This is an optimization exercise on Yosys and OpenROAD, whose aim is small area and a short achievable clock period, not a production implementation.
Function was checked by simulation only, so behaviour that the tests miss may differ from the original.
Power figures rest on the tool's default switching activity, not on a simulated workload.

$ cat design/flow/design.v
package cmvPkg;
    typedef struct packed {
        logic                   write;  
        logic [7-1:0] addr;
        logic [8-1:0] data;  
    } spiCmdT;
    typedef enum logic [2:0] {
        SPI_IDLE,
        SPI_ENABLE,   
        SPI_SHIFT,    
        SPI_TAIL,     
        SPI_DISABLE   
    } spiStateT;
    typedef enum logic [1:0] {
        SEQ_IDLE,
        SEQ_SETTLE,
        SEQ_REQUEST,  
        SEQ_STREAM
    } seqStateT;
    typedef struct packed {
        logic                   valid;
        logic [8-1:0] data;
    } pixelBeatT;
    typedef struct packed {
        logic                    dataValid;
        logic [10-1:0] data;
    } sensorInT;
endpackage
module spiRegPort (
    input  logic                   clk,
    input  logic                   rstN,
    input  logic                   spiStart,
    input  cmvPkg::spiCmdT         spiCmd,
    input  logic                   spiMiso,
    output logic                   spiBusy,
    output logic                   spiDone,
    output logic [8-1:0] readData,
    output logic                   sysResN,
    output logic                   spiEn,
    output logic                   spiSck,
    output logic                   spiMosi
);
    localparam int CMD_W = 1 + 7 + 8;  
    logic [5:0]       step;
    logic [CMD_W-1:0] shiftReg;  
    logic             writeOp;
    logic             shiftNow;   
    logic [5:0]       stepNext;
    logic             busyNext;
    logic             enNext;
    logic [CMD_W-1:0] shiftNext;
    logic             idle;       
    assign shiftNow = !idle && !step[0] && (step >= 6'd2) && (step <= 6'd32);
    assign busyNext = !idle ? (step != 6'd34) : spiStart;
    assign stepNext = !idle ? step + 1'b1 : 6'd0;
    assign enNext   = !idle ? (step <= 6'd32) : spiStart;
    always_comb begin
        shiftNext = shiftReg;
        if (idle && spiStart) begin
            shiftNext = {spiCmd.write, spiCmd.addr,
                         spiCmd.data & {8{spiCmd.write}}};
        end else if (shiftNow) begin
            shiftNext = {shiftReg[CMD_W-2:0], spiMiso && (step != 6'd2)};
        end
    end
    always_ff @(posedge clk or negedge rstN) begin
        if (!rstN) begin
            spiBusy  <= 1'b0;
            idle     <= 1'b1;
            step     <= '0;
            spiEn    <= 1'b0;
            spiSck   <= 1'b0;
            spiMosi  <= 1'b0;
            spiDone  <= 1'b0;
            sysResN  <= 1'b0;  
            readData <= '0;
        end else begin
            spiBusy <= busyNext;
            idle    <= !busyNext;
            step    <= stepNext;
            spiEn   <= enNext;
            spiSck  <= !idle && step[0] && (step <= 6'd31);
            spiMosi <= enNext && shiftNext[CMD_W-1];
            spiDone <= !idle && (step == 6'd33);
            if (idle && spiStart) sysResN <= 1'b1;  
            if (!idle && (step == 6'd33) && !writeOp) begin
                readData <= shiftReg[8-1:0];  
            end
        end
    end
    always_ff @(posedge clk) begin
        shiftReg <= shiftNext;
        if (idle && spiStart) writeOp <= spiCmd.write;
    end
endmodule
module frameSequencer #(
    parameter int frameRows = 480
) (
    input  logic clk,
    input  logic rstN,
    input  logic frameStart,
    input  logic rowDone,
    output logic frameBusy,
    output logic frameReq,
    output logic streamEn,
    output logic frameDone,
    output logic frameBusyRose  
);
    localparam int CNT_W = 12;
    function automatic logic [CNT_W-1:0] cntAfter(input int n);
        cntAfter = CNT_W'(1);
        for (int i = 0; i < n; i++) begin
            cntAfter = {cntAfter[10:0], cntAfter[11] ^ cntAfter[5] ^ cntAfter[3] ^ cntAfter[0]};
        end
    endfunction
    localparam logic [CNT_W-1:0] CNT_0      = cntAfter(0);
    localparam logic [CNT_W-1:0] CNT_SETTLE = cntAfter(2500 - 1);  
    localparam logic [CNT_W-1:0] CNT_ROWS   = cntAfter(frameRows - 1);  
    logic             idle;
    logic             settle;
    logic             requestN;  
    logic [CNT_W-1:0] cnt;
    logic             idleNext;
    logic             settleNext;
    logic             requestNext;
    logic             streamNext;
    logic             settleEnd;
    logic             lastRow;
    assign settleEnd   = settle && (cnt == CNT_SETTLE);
    assign lastRow     = streamEn && rowDone && (cnt == CNT_ROWS);
    assign idleNext    = idle ? !frameStart : lastRow;
    assign settleNext  = idle ? frameStart : (settle && !settleEnd);
    assign requestNext = settleEnd;
    assign streamNext  = !requestN || (streamEn && !lastRow);
    always_ff @(posedge clk or negedge rstN) begin
        if (!rstN) begin
            idle          <= 1'b1;
            settle        <= 1'b0;
            requestN      <= 1'b1;
            streamEn      <= 1'b0;
            frameBusy     <= 1'b0;
            frameReq      <= 1'b0;
            frameDone     <= 1'b0;
            frameBusyRose <= 1'b0;
            cnt           <= CNT_0;
        end else begin
            idle          <= idleNext;
            settle        <= settleNext;
            requestN      <= !requestNext;
            streamEn      <= streamNext;
            frameBusy     <= !idleNext;
            frameReq      <= requestNext;
            frameDone     <= lastRow;  
            frameBusyRose <= idle && frameStart;
            if (idle || !requestN) begin
                cnt <= CNT_0;
            end else if (settle ? !settleEnd : (rowDone && !lastRow)) begin
                cnt <= {cnt[10:0], cnt[11] ^ cnt[5] ^ cnt[3] ^ cnt[0]};
            end
        end
    end
endmodule
module rowCropper (
    input  logic                clk,
    input  logic                rstN,
    input  logic                streamEn,
    input  cmvPkg::sensorInT    sensorIn,
    output cmvPkg::pixelBeatT   pixelBeat,
    output logic                beatValidNext,  
    output logic                rowDone
);
    localparam int FIRST_PIX = 4;
    localparam int LAST_PIX = 648 - 4 - 1;
    function automatic logic [9:0] pixAfter(input int n);
        pixAfter = 10'd1;
        for (int i = 0; i < n; i++) pixAfter = {pixAfter[8:0], pixAfter[9] ^ pixAfter[6]};
    endfunction
    localparam logic [9:0] PIX_0    = pixAfter(0);
    localparam logic [9:0] PIX_OPEN = pixAfter(FIRST_PIX - 1);       
    localparam logic [9:0] PIX_LAST = pixAfter(LAST_PIX);            
    localparam logic [9:0] PIX_FULL = pixAfter(648);     
    logic [9:0]             pixCnt;    
    logic                   inWindow;  
    logic                   dvPrev;
    logic                   beatValid;
    logic [8-1:0] beatData;
    logic                   rowFull;
    logic                   dvFall;
    assign rowFull  = (pixCnt == PIX_FULL);
    assign dvFall   = dvPrev && !sensorIn.dataValid;
    always_ff @(posedge clk or negedge rstN) begin
        if (!rstN) begin
            pixCnt    <= PIX_0;
            inWindow  <= 1'b0;
            dvPrev    <= 1'b0;
            beatValid <= 1'b0;
            rowDone   <= 1'b0;
        end else begin
            dvPrev    <= sensorIn.dataValid;
            beatValid <= 1'b0;
            rowDone   <= 1'b0;
            if (!streamEn) begin
                pixCnt   <= PIX_0;  
                inWindow <= 1'b0;
            end else if (dvFall && rowFull) begin
                pixCnt   <= PIX_0;
                inWindow <= 1'b0;
                rowDone  <= 1'b1;
            end else if (sensorIn.dataValid) begin
                beatValid <= inWindow;  
                if (!rowFull) begin
                    pixCnt <= {pixCnt[8:0], pixCnt[9] ^ pixCnt[6]};
                    if (pixCnt == PIX_OPEN) inWindow <= 1'b1;
                    else if (pixCnt == PIX_LAST) inWindow <= 1'b0;
                end
            end
        end
    end
    always_ff @(posedge clk) begin
        beatData <= sensorIn.data[10-1 -: 8];
    end
    assign beatValidNext   = streamEn && sensorIn.dataValid && inWindow;
    assign pixelBeat.valid = beatValid;
    assign pixelBeat.data  = beatData;
endmodule
module pixelFifo (
    input  logic                   clk,
    input  logic                   rstN,
    input  cmvPkg::pixelBeatT      pixelBeat,
    input  logic                   beatValidNext,  
    input  logic                   pixelRd,
    input  logic                   clearOverflow,  
    output logic [8-1:0] pixelData,
    output logic                   pixelAvail,
    output logic                   almostFull,
    output logic                   overflow
);
    localparam int AW = $clog2(256);
    localparam int DW = 8;
    localparam int NB = 2;                
    localparam int BW = $clog2(NB);
    localparam int BD = 256 / NB;  
    localparam int LN = 16;               
    localparam int HN = BD / LN;          
    logic [BW-1:0] wrBank;      
    logic [BW-1:0] fetchBank;   
    logic          lastWrote;   
    logic [DW-1:0] bankFront [NB];  
    logic [AW:0]   fillCount;   
    logic          full;
    logic          fullNext;
    logic [BW-1:0] wrBankNext;
    logic [NB-1:0] pushQ;       
    logic          avail;       
    logic          empty;       
    logic          availNext;
    logic [DW-1:0] head;
    logic [DW-1:0] bankHead [NB];
    logic          wrEn;
    logic          rdEn;
    logic          pendZero;    
    logic          fillIs2;     
    logic          fresh;       
    logic          appW;        
    logic          app;         
    logic [DW-1:0] appData;
    assign wrEn      = pixelBeat.valid && !full;  
    assign fullNext  = (wrEn && !rdEn) ? (fillCount == (AW+1)'(256 - 1)) :
                       (rdEn && !wrEn) ? 1'b0 : full;
    assign wrBankNext = wrEn ? wrBank + 1'b1 : wrBank;
    assign rdEn      = pixelRd && !empty;         
    assign availNext = (wrEn && !rdEn) ? 1'b1 :
                       (rdEn && !wrEn) ? (fillCount != (AW+1)'(1)) : !empty;
    assign fresh     = fillIs2 && lastWrote;
    assign appW      = wrEn && pendZero && (empty || rdEn);
    assign app       = appW || (!pendZero && rdEn);
    assign appData   = pendZero ? pixelBeat.data : fresh ? bankFront[fetchBank] : bankHead[fetchBank];
    for (genvar b = 0; b < NB; b++) begin : g_bank
        logic [DW-1:0] line [BD];   
        logic          push;
        logic          take;
        logic [LN-1:0] lo;
        logic [HN-1:0] hi;
        logic [DW-1:0] grp [HN];
        logic [DW-1:0] rd;
        assign push = pushQ[b];  
        assign bankFront[b] = line[0];
        assign take = app && (fetchBank == BW'(b));
        always_comb begin
            rd = '0;
            for (int g = 0; g < HN; g++) begin
                grp[g] = '0;
                for (int j = 0; j < LN; j++) grp[g] = grp[g] | (line[LN * g + j] & {DW{lo[j]}});
                rd = rd | (grp[g] & {DW{hi[g]}});
            end
        end
        always_ff @(posedge clk) begin
            if (push) begin
                line[0] <= pixelBeat.data;
                for (int i = 1; i < BD; i++) line[i] <= line[i - 1];
            end
            bankHead[b] <= rd;
        end
        always_ff @(posedge clk or negedge rstN) begin
            if (!rstN) begin
                lo <= LN'(1) << (LN - 1);  
                hi <= HN'(1) << (HN - 1);
            end else if (push && !take) begin
                lo <= {lo[LN-2:0], lo[LN-1]};
                if (lo[LN-1]) hi <= {hi[HN-2:0], hi[HN-1]};
            end else if (take && !push) begin
                lo <= {lo[0], lo[LN-1:1]};
                if (lo[0]) hi <= {hi[0], hi[HN-1:1]};
            end
        end
    end
    always_ff @(posedge clk) begin
        if (app) head <= appData;
    end
    always_ff @(posedge clk or negedge rstN) begin
        if (!rstN) begin
            wrBank     <= '0;
            fetchBank  <= '0;
            lastWrote  <= 1'b0;
            fillCount  <= '0;
            pendZero   <= 1'b1;
            fillIs2    <= 1'b0;
            full       <= 1'b0;
            pushQ      <= '0;
            avail      <= 1'b0;
            empty      <= 1'b1;
            almostFull <= 1'b0;
            overflow   <= 1'b0;
        end else begin
            wrBank    <= wrBankNext;
            full      <= fullNext;
            for (int b = 0; b < NB; b++) begin
                pushQ[b] <= beatValidNext && !fullNext && (wrBankNext == BW'(b));
            end
            if (app) fetchBank <= fetchBank + 1'b1;
            lastWrote <= wrEn && !appW;
            avail     <= availNext;
            empty     <= !availNext;
            if (wrEn && !rdEn) begin
                fillCount <= fillCount + 1'b1;
                pendZero  <= (fillCount == '0);
                fillIs2   <= (fillCount == (AW+1)'(1));
                if (fillCount == (AW+1)'(224 - 1)) almostFull <= 1'b1;
            end else if (rdEn && !wrEn) begin
                fillCount <= fillCount - 1'b1;
                pendZero  <= (fillCount <= (AW+1)'(2));
                fillIs2   <= (fillCount == (AW+1)'(3));
                if (fillCount == (AW+1)'(224)) almostFull <= 1'b0;
            end
            if (pixelBeat.valid && full) begin
                overflow <= 1'b1;  
            end else if (clearOverflow) begin
                overflow <= 1'b0;
            end
        end
    end
    assign pixelData  = head;
    assign pixelAvail = avail;
endmodule
module cmvCaptureTop #(
    parameter int frameRows = 480
) (
    input  logic                   clk,
    input  logic                   rstN,
    input  logic                   spiStart,
    input  logic [15:0]            spiCmd,    
    output logic                   spiBusy,
    output logic                   spiDone,
    output logic [8-1:0] readData,
    input  logic                   spiMiso,
    output logic                   sysResN,
    output logic                   spiEn,
    output logic                   spiSck,
    output logic                   spiMosi,
    output logic                   frameReq,
    input  logic [10:0]            sensorIn,  
    input  logic                   frameStart,
    output logic                   frameBusy,
    output logic                   frameDone,
    input  logic                   pixelRd,
    output logic [8-1:0] pixelData,
    output logic                   pixelAvail,
    output logic                   almostFull,
    output logic                   overflow
);
    logic              streamEn;
    logic              frameBusyRose;
    logic              beatValidNext;
    logic              rowDone;
    cmvPkg::pixelBeatT pixelBeat;
    spiRegPort i_spi (
        .clk(clk), .rstN(rstN),
        .spiStart(spiStart), .spiCmd(spiCmd), .spiMiso(spiMiso),
        .spiBusy(spiBusy), .spiDone(spiDone), .readData(readData),
        .sysResN(sysResN), .spiEn(spiEn), .spiSck(spiSck), .spiMosi(spiMosi)
    );
    frameSequencer #(.frameRows(frameRows)) i_seq (
        .clk(clk), .rstN(rstN),
        .frameStart(frameStart), .rowDone(rowDone),
        .frameBusy(frameBusy), .frameReq(frameReq),
        .streamEn(streamEn), .frameDone(frameDone),
        .frameBusyRose(frameBusyRose)
    );
    rowCropper i_crop (
        .clk(clk), .rstN(rstN),
        .streamEn(streamEn), .sensorIn(sensorIn),
        .pixelBeat(pixelBeat), .beatValidNext(beatValidNext), .rowDone(rowDone)
    );
    pixelFifo i_fifo (
        .clk(clk), .rstN(rstN),
        .pixelBeat(pixelBeat), .beatValidNext(beatValidNext), .pixelRd(pixelRd),
        .clearOverflow(frameBusyRose),  
        .pixelData(pixelData), .pixelAvail(pixelAvail),
        .almostFull(almostFull), .overflow(overflow)
    );
endmodule
$ cat design/flow/flow/run.sh
#!/bin/bash
# The standard layout (standard.sh: standard synthesis through finish)
# with two changes to how the layout is made:
#  - the ports are buffered with a plain buf_2 rather than the delay buffer
#    buffer_ports picks by default (every port still gets its own buffer);
#  - ORFS's timing repair aims for a larger setup margin, so that it works
#    on the paths that set the achieved period. The clock period and the
#    constraints are the design's.
set -euo pipefail
export BUFFER_PORTS_ARGS="-buffer_cell sky130_fd_sc_hd__buf_2"
bash standard.sh "BUFFER_PORTS_ARGS=$BUFFER_PORTS_ARGS" SETUP_SLACK_MARGIN=6.8 finish > standard_sh.log 2>&1
$ cat design/flow/standard.sh
#!/bin/bash
# synth_recipe.tcl (not shown) runs the flow's synth.tcl, then flattens the netlist and writes it again
# the make line also repeats each setting of config.mk as NAME=value (left out here)
make -C /OpenROAD-flow-scripts/flow DESIGN_CONFIG=/design/flow/config.mk WORK_HOME=/design/flow/orfs CLKGATE_MAP_FILE= SYNTH_SCRIPT=/design/flow/synth_recipe.tcl "${@:-finish}"
$ cat design/flow/config.mk
export PLATFORM = sky130hd
export DESIGN_NAME = cmvCaptureTop
export DESIGN_NICKNAME = cmvCaptureTop
export VERILOG_FILES = /design/flow/design.v
export SDC_FILE = /design/flow/constraint.sdc
export NUM_CORES = 4
export LEC_CHECK = 0
export CAP_MARGIN = 20
export CORE_MARGIN = 2
export CORE_UTILIZATION = 40
export CTS_CLUSTER_DIAMETER = 80
export CTS_CLUSTER_SIZE = 24
export SLEW_MARGIN = 20
export SYNTH_MEMORY_MAX_BITS = 4096
$ cat design/flow/constraint.sdc
create_clock -name core_clock -period 10.0 [get_ports {clk}]
set_input_delay 2.0000 -clock core_clock [delete_from_list [all_inputs] [get_ports {clk}]]
set_output_delay 2.0000 -clock core_clock [all_outputs]
set_load 0.01 [all_outputs]
==> flow_summary.ini, run 1 <==
[worst_setup_path]
r2r_start = i_fifo.pushQ[0]
path_class = reg2out
critPathSlowestCell = edfxtp_1
crit_family = flip-flops
ff2ff_path_depth = 3
worstPathMaxFanout = 1
path_buf_inv = 1
slowest_delay_ns = 0.42
crit_path_end_kind = output pin
startpoint_type = flop
cp_data_arrival_time_ns = 1.38
path_cells = buf_2
rr_endpoint = i_fifo.g_bank[0].line[43][3]
critPathRequiredTime_ns = 8.00
r2r_setup_slack_ns = 6.94

[sta]
min_period_over_period = 0.338
hold_viol = 0
setup_ws_ns = 6.62
min_period_ns = 3.38
fmax_ghz = 0.296
setup-tns-final_ns = 0
rsz0062_at_grt = true
slew_viol_final = 0
setup-violations-final = 0
worst_slew_margin_rel = 0.277
worstMarginPinSlew_ns = 1.08
hold_slack_ns = 0.402
clock_skew_ns = 0.0881

[routing]
vias = 41600
finalWirelength_mm = 186
drt-pass1-iter-count = 5
wl_per_cell_um = 27.2
drt_iter0_markers = 5318
via_per_inst = 6.07
drc_errors = 0
drtAntennaViolNets = 0

[clock_network]
h-tree-depth = 3
cts_buffer_depth = 3
cts_tree = yes
clock-root-buffer = clkbuf_16
cts.clk_slew.worst_paths_ns = 0.10
insertion_delay_ns = 0.79
cts_buffers = 108
clock_sinks = 2221

[flow_run]
max_cap_viol_count = 0

[finish]
nets = 4156
area_delta_synth_final_pct = 8.63
num-fill-cells = 17200
final_cell_mix = edfxtp_1, a22o_1, a221oi_1
final_area_um2 = 87000
drive_gt1_frac = 0.0813
final_common_cell = edfxtp_1

[synth]
syn_nets = 4193
syn_area_per_cell_um2 = 19.3
ys_warn_count = 10
synth_cell_types = 55
seq_area_frac_synth = 0.822
synth-edff-count = 2072
syn-cell-area_um2 = 80100
async_reset_ff_frac = 0.0558
postSynthCellCount = 4146
synth-seq-cells = 2221
yosys_most_used_dff = edfxtp_1

[floorplan]
coreArea_um2 = 199000
dieWidth_um = 452
placementRows = 164
fp.dieH_um = 452
start_util = 0.402
ios = 61
die_area_um2 = 204000

[run_status]
status = timing/DRC/antenna clean

[power_and_ir_drop]
power_leakage_nw = 23.6
power.density_nw_per_um2 = 218
ir_drop_uv = 193
power_mw = 19.0

[hold_path]
holdPathEnd = i_fifo.g_bank[0].line[109][0]
holdPathStages = 0
hold_path_startpoint = i_fifo.g_bank[0].line[108][0]
hold_class = reg2reg

[grt]
grt_usage = 0.176
grt_start_max_net_pins = 205
antenna_found_initial = 13
gr-total-overflow = 0
grt_pass1_vias = 40600
grt_pass1_wl_mm = 272

[placed_design]
io_buffers = 58
place.gp.congestion = 0.764
place_hpwl_mm = 95.5
placed_area_um2 = 83400
dp_slack_ns = 5.84
-- area by class of cell --
class                   count  area [µm²]  share of cell area
well taps                2656        3320              0.0382
clock inverters            22         380             0.00437
inverters                  20        75.1            0.000863
repair buffers            130        1080              0.0125
flip-flops and latches   2221       66000               0.758
multi-input cells        1628       13200               0.152
clock buffers             172        3000              0.0344
diodes                      2        5.00           0.0000575
-- how the worst max path moves through the flow --
stage                     from                endpoint  slack, ns  depth (start not counted)
6_report        i_fifo.head[0]            pixelData[0]       6.62                          1
3_5_place_dp           pixelRd  i_fifo.g_bank[0].hi[0]       5.84                          9
5_1_grt         i_fifo.head[5]            pixelData[5]       6.57                          1
2_1_floorplan  i_fifo.pushQ[1]  i_fifo.g_bank[1].hi[5]       1.22                          7
3_3_place_gp           pixelRd  i_fifo.g_bank[1].hi[5]       5.83                          9
4_1_cts         i_fifo.head[5]            pixelData[5]       6.54                          1
-- routing by layer --
| metal | track usage | part of all wire | up-vias |
|---|---|---|---|
| met5 | 0 | 0.00019 | - |
| met4 | 0.0464 | 0.023 | 6 |
| met3 | 0.0327 | 0.085 | 253 |
| met2 | 0.274 | 0.46 | 1854 |
| met1 | 0.256 | 0.43 | 21900 |
| li1 | - | - | 17600 |
-- logic make-up (layout without fill, tap and decap cells) --
logic type / Yosys count / after routing / share of synthesized area
multiplexers: 92 / 92 / 0.0130
AND/OR/NAND/NOR: 311 / 311 / 0.0212
buffers and inverters: 297 / 344 / 0.0141
AO/OA/AOI/OAI: 1194 / 1194 / 0.126
XOR/XNOR: 17 / 17 / 0.00186
adder cells (fa/ha/maj): 14 / 14 / 0.00219
flip-flops: 2221 / 2221 / 0.822
other: 0 / 2 / 0
-- cell usage after synthesis, types with 2 or more instances --
library cell / n / area [µm²]
or4b_1: 2 / 20.0
dfstp_2: 11 / 289
edfxtp_1: 2072 / 62200
o31ai_1: 3 / 22.5
or4_1: 2 / 15.0
inv_1: 20 / 75.1
nand4_1: 146 / 913
a22oi_1: 65 / 488
xnor2_1: 10 / 87.6
clkbuf_1: 224 / 841
xor2_1: 7 / 61.3
mux2_2: 15 / 169
nor2_1: 53 / 199
nor2b_1: 4 / 25.0
dfxtp_1: 25 / 500
buf_1: 49 / 184
a31oi_1: 3 / 18.8
a221oi_1: 512 / 4480
dfrtp_1: 113 / 2830
buf_2: 2 / 10.0
mux4_2: 8 / 180
nand2b_1: 7 / 43.8
and2_1: 5 / 31.3
nor3_1: 9 / 45.0
nand2_1: 57 / 214
mux2i_1: 68 / 681
o21bai_1: 2 / 15.0
nand3_1: 8 / 40.0
a21oi_1: 34 / 170
o21ai_0: 41 / 205
and3_1: 3 / 18.8
nor4_1: 4 / 25.0
ha_1: 14 / 175
a22o_1: 527 / 4620
-- sequential cells by signal, summed over array words and instances, names as in the netlist, 2 cells and up --
name / cells
i_crop.beatData: 8
i_fifo.g_bank.line: 2048
i_seq.cnt: 12
i_fifo.head: 8
i_fifo.pushQ: 2
i_spi.shiftReg: 16
i_spi.step: 6
i_fifo.bankHead: 16
i_spi.readData: 8
i_fifo.g_bank.hi: 16
i_crop.pixCnt: 10
i_fifo.g_bank.lo: 32
i_fifo.fillCount: 9
-- per-stage QoR --
step	utilization	cells
after floorplan	-	4146
after global placement	0.418	6641
after detailed placement	0.418	6641
after CTS	0.435	6839
after global routing	0.436	6850
final	0.436	6851
-- power breakdown --
group | switching [mW] | total, mW | internal (mW)
Clock | 2.93 | 5.10 | 2.17
Sequential | 0.565 | 12.4 | 11.8
Combinational | 1.24 | 1.55 | 0.315
-- repair_timing --
action,4_1_cts,5_1_grt
cloned,0,1
hold buffers,0,0
gates resized for setup,18,11
setup buffers,4,9
setup endpoints to repair,414,576
pin swaps,1,1
==> run 2: changes to the inputs <==
--- a/design/flow/config.mk
+++ b/design/flow/config.mk
@@ -8,7 +8,7 @@
 export CAP_MARGIN = 20
 export CORE_MARGIN = 2
 export CORE_UTILIZATION = 40
-export CTS_CLUSTER_DIAMETER = 80
-export CTS_CLUSTER_SIZE = 24
+export CTS_CLUSTER_DIAMETER = 90
+export CTS_CLUSTER_SIZE = 26
 export SLEW_MARGIN = 20
 export SYNTH_MEMORY_MAX_BITS = 4096
==> run 2 against run 1 <==
Hold slack worse by 0.0090 ns. Clock-buffer cell count is 16 lower. Core utilization is 0.22 points lower. Flip-flop and latch count stayed put. Register-to-register slack hardly changed. Critical endpoint unchanged. Largest cell class unchanged.
==> flow_summary.ini, run 2 <==
[power_and_ir_drop]
p_switching_mw = 4.63
p_seq_frac = 0.662
power_mw = 18.7
power.density_nw_per_um2 = 216
power_leakage_nw = 23.4
swShare = 0.248
clkPwrFrac = 0.255
ir_drop_uv = 233
pwr-share-comb = 0.083
p_int_mw = 14.0

[sta]
slew_viol_final = 0
worstMarginPinSlew_ns = 1.21
setup-violations-final = 0
setup-tns-final_ns = 0
hold_viol = 0
fmax_ghz = 0.298
min_period_over_period = 0.336
rsz0062_at_grt = true
worst_slew_margin_rel = 0.194
clock_skew_ns = 0.111
min_period_ns = 3.36

[floorplan]
start_util = 0.402
coreArea_um2 = 199000
dieWidth_um = 452
fp.dieH_um = 452
die_area_um2 = 204000
ios = 61
placementRows = 164

[synth]
ys_top_cells_by_count = edfxtp_1, a22o_1, a221oi_1, clkbuf_1, nand4_1
postSynthCellCount = 4146
synth_xor_area_frac = 0.00186
syn-cell-area_um2 = 80100
syn_nets = 4193
yosys.area.top_type = edfxtp_1
synth_most_common_cell = edfxtp_1
synth-edff-count = 2072
seq_area_frac_synth = 0.822
yosys-top-cells-area = edfxtp_1, a22o_1, a221oi_1
ys_warn_count = 10
yosysTopAreaCellShare = 0.777
syn_area_per_cell_um2 = 19.3
synth_cell_types = 55
synthAdderAreaFrac = 0.00219
synth_compound_area_frac = 0.126
async_reset_ff_frac = 0.0558
muxShareOfSynthArea = 0.0130
yosys_most_used_dff = edfxtp_1
synth_simple_gate_area_frac = 0.0212
synth_top_family_by_area = compound AO/OA/AOI/OAI gates
synth-seq-cells = 2221

[worst_setup_path]
crit_path_end_kind = output pin
worstPathMaxFanout = 1
startpoint_type = flop
crit_start = i_fifo.head[0]
path_class = reg2out
critPathRequiredTime_ns = 8.00
r2r_setup_slack_ns = 6.94
path_buf_inv = 1
cp_data_arrival_time_ns = 1.36
slowest_delay_ns = 0.42
ff2ff_path_depth = 3
path_cells = buf_2
critPathSlowestCell = edfxtp_1
rr_endpoint = i_fifo.g_bank[0].line[62][6]
r2r_start = i_fifo.pushQ[0]
crit_family = flip-flops

[placed_design]
io_buffers = 58
place_hpwl_mm = 95.5
placed_cells = 6641
place.gp.congestion = 0.764
placed_area_um2 = 83400

[finish]
regMostFlops = i_fifo.g_bank.line
largest_reg_flops = 2048
area_delta_synth_final_pct = 8.07
final_cell_mix = edfxtp_1, a22o_1, a221oi_1
stdcell_count = 6824
drive_gt1_frac = 0.0773
nets = 4144
largestRegisters = i_fifo.g_bank.line (2048), i_fifo.g_bank.lo (32)
final_area_um2 = 86600
final_common_cell = edfxtp_1

[clock_network]
clock-root-buffer = clkbuf_16
postCtsHoldBufs = 0
cts_buffers = 98
cts_tree = yes
clock_sinks = 2221
cts_buffer_depth = 3
insertion_delay_ns = 0.79
cts.clk_slew.worst_paths_ns = 0.09
h-tree-depth = 3

[hold_path]
holdPathEnd = i_fifo.g_bank[0].line[3][4]
holdPathStages = 0
hold_path_startpoint = i_fifo.g_bank[0].line[2][4]
hold_class = reg2reg

[grt]
grt_pass1_wl_mm = 272
antenna_found_initial = 15
grt_usage = 0.176
grt_pass1_vias = 40600
gr-total-overflow = 0
grt_start_max_net_pins = 205

[routing]
finalWirelength_mm = 186
drc_errors = 0
drt_iter0_markers = 5434
vias = 41400
wl_per_cell_um = 27.2
drt-pass1-iter-count = 6
drtAntennaViolNets = 0
via_per_inst = 6.06

[flow_run]
max_cap_viol_count = 0

[run_status]
status = timing/DRC/antenna clean
-- run 2: cell counts after synthesis --
No cell type changed its count.
-- run 2: stage by stage --
step	hold slack, ns	setup slack, ns	util
after global placement	0.420	5.83	0.418
after detailed placement	0.428	5.84	0.418
after CTS	0.392	6.55	0.433
after floorplan	0.388	1.22	-
after global routing	0.397	6.59	0.434
final	0.393	6.64	0.434
-- run 2: logic make-up after synthesis --
logic type | Yosys count
DFF | 2221
muxes | 92
AOI/OAI and AO/OA | 1194
adders and majority gates | 14
and+or+nand+nor | 311
xor gates and xnor gates | 17
buffers and inverters | 297
-- run 2: worst max path at each step --
stage	endpoint	slack [ns]	depth (start not counted)
6_report	pixelData[0]	6.64	1
5_1_grt	pixelData[5]	6.59	1
3_5_place_dp	i_fifo.g_bank[0].hi[0]	5.84	9
3_3_place_gp	i_fifo.g_bank[1].hi[5]	5.83	9
2_1_floorplan	i_fifo.g_bank[1].hi[5]	1.22	7
4_1_cts	pixelData[5]	6.55	1
-- run 2: repair_timing --
action / in CTS / in global routing
setup endpoints to repair: 415 / 620
setup buffers: 4 / 8
pin swaps: 1 / 1
resized for setup: 16 / 9
gates cloned: 0 / 0
-- run 2: final cells by class --
| class | instances | area (µm²) |
|---|---|---|
| inverter | 20 | 75.1 |
| antenna | 1 | 2.50 |
| clock inverter | 14 | 259 |
| tap | 2656 | 3320 |
| sequential | 2221 | 66000 |
| fill | 17200 | 113000 |
| timing repair buffer | 128 | 1030 |
| multi-input combinational | 1628 | 13200 |
| clock buffer | 156 | 2720 |
-- run 2: power by group through the flow --
stage,Sequential (mW),Clock [mW],Combinational [mW]
floorplan,13.6,0,0.417
global placement,12.5,0,1.46
detailed placement,12.6,0,1.51
CTS,12.4,4.91,1.52
global route,12.5,5.21,1.69
finish,12.4,4.76,1.54
-- run 2: per-layer routing --
metal | global-route usage | wire, µm | vias up
met2 | 0.273 | 86200 | 1801
met3 | 0.0316 | 15600 | 274
li1 | - | - | 17600
met4 | 0.0447 | 4000 | 10
met1 | 0.256 | 80100 | 21700
met5 | 0 | 54 | -

-- port drivers added, routing unchanged --
No port has a modelled driver above. Below, the same layouts with a new extraction and two added sets of constraints. Step 1 assumes that a clkbuf_16 drives the clock port and a buf_2 every other input. Step 2 also shifts input and output timing later by t, the mid clock arrival at the registers, as if the neighbouring blocks saw the same clock. a / b / c = ideal ports / drivers / drivers and shift; a / b = the first two.
run | t (ns) | setup WS [ns] | worst hold slack (ns) | slew at the worst register clock pin (ns)
run 1 | 0.839 | 6.618 / 6.533 / 6.120 | 0.402 / 0.402 / 0.402 | 0.10 / 0.10
run 2 | 0.813 | 6.639 / 6.554 / 6.134 | 0.393 / 0.393 / 0.393 | 0.11 / 0.11
After both steps every run listed still meets setup and hold. The setup slack of run 2, which loses most, moves by -0.085 ns with the drivers and by -0.505 ns with both steps.
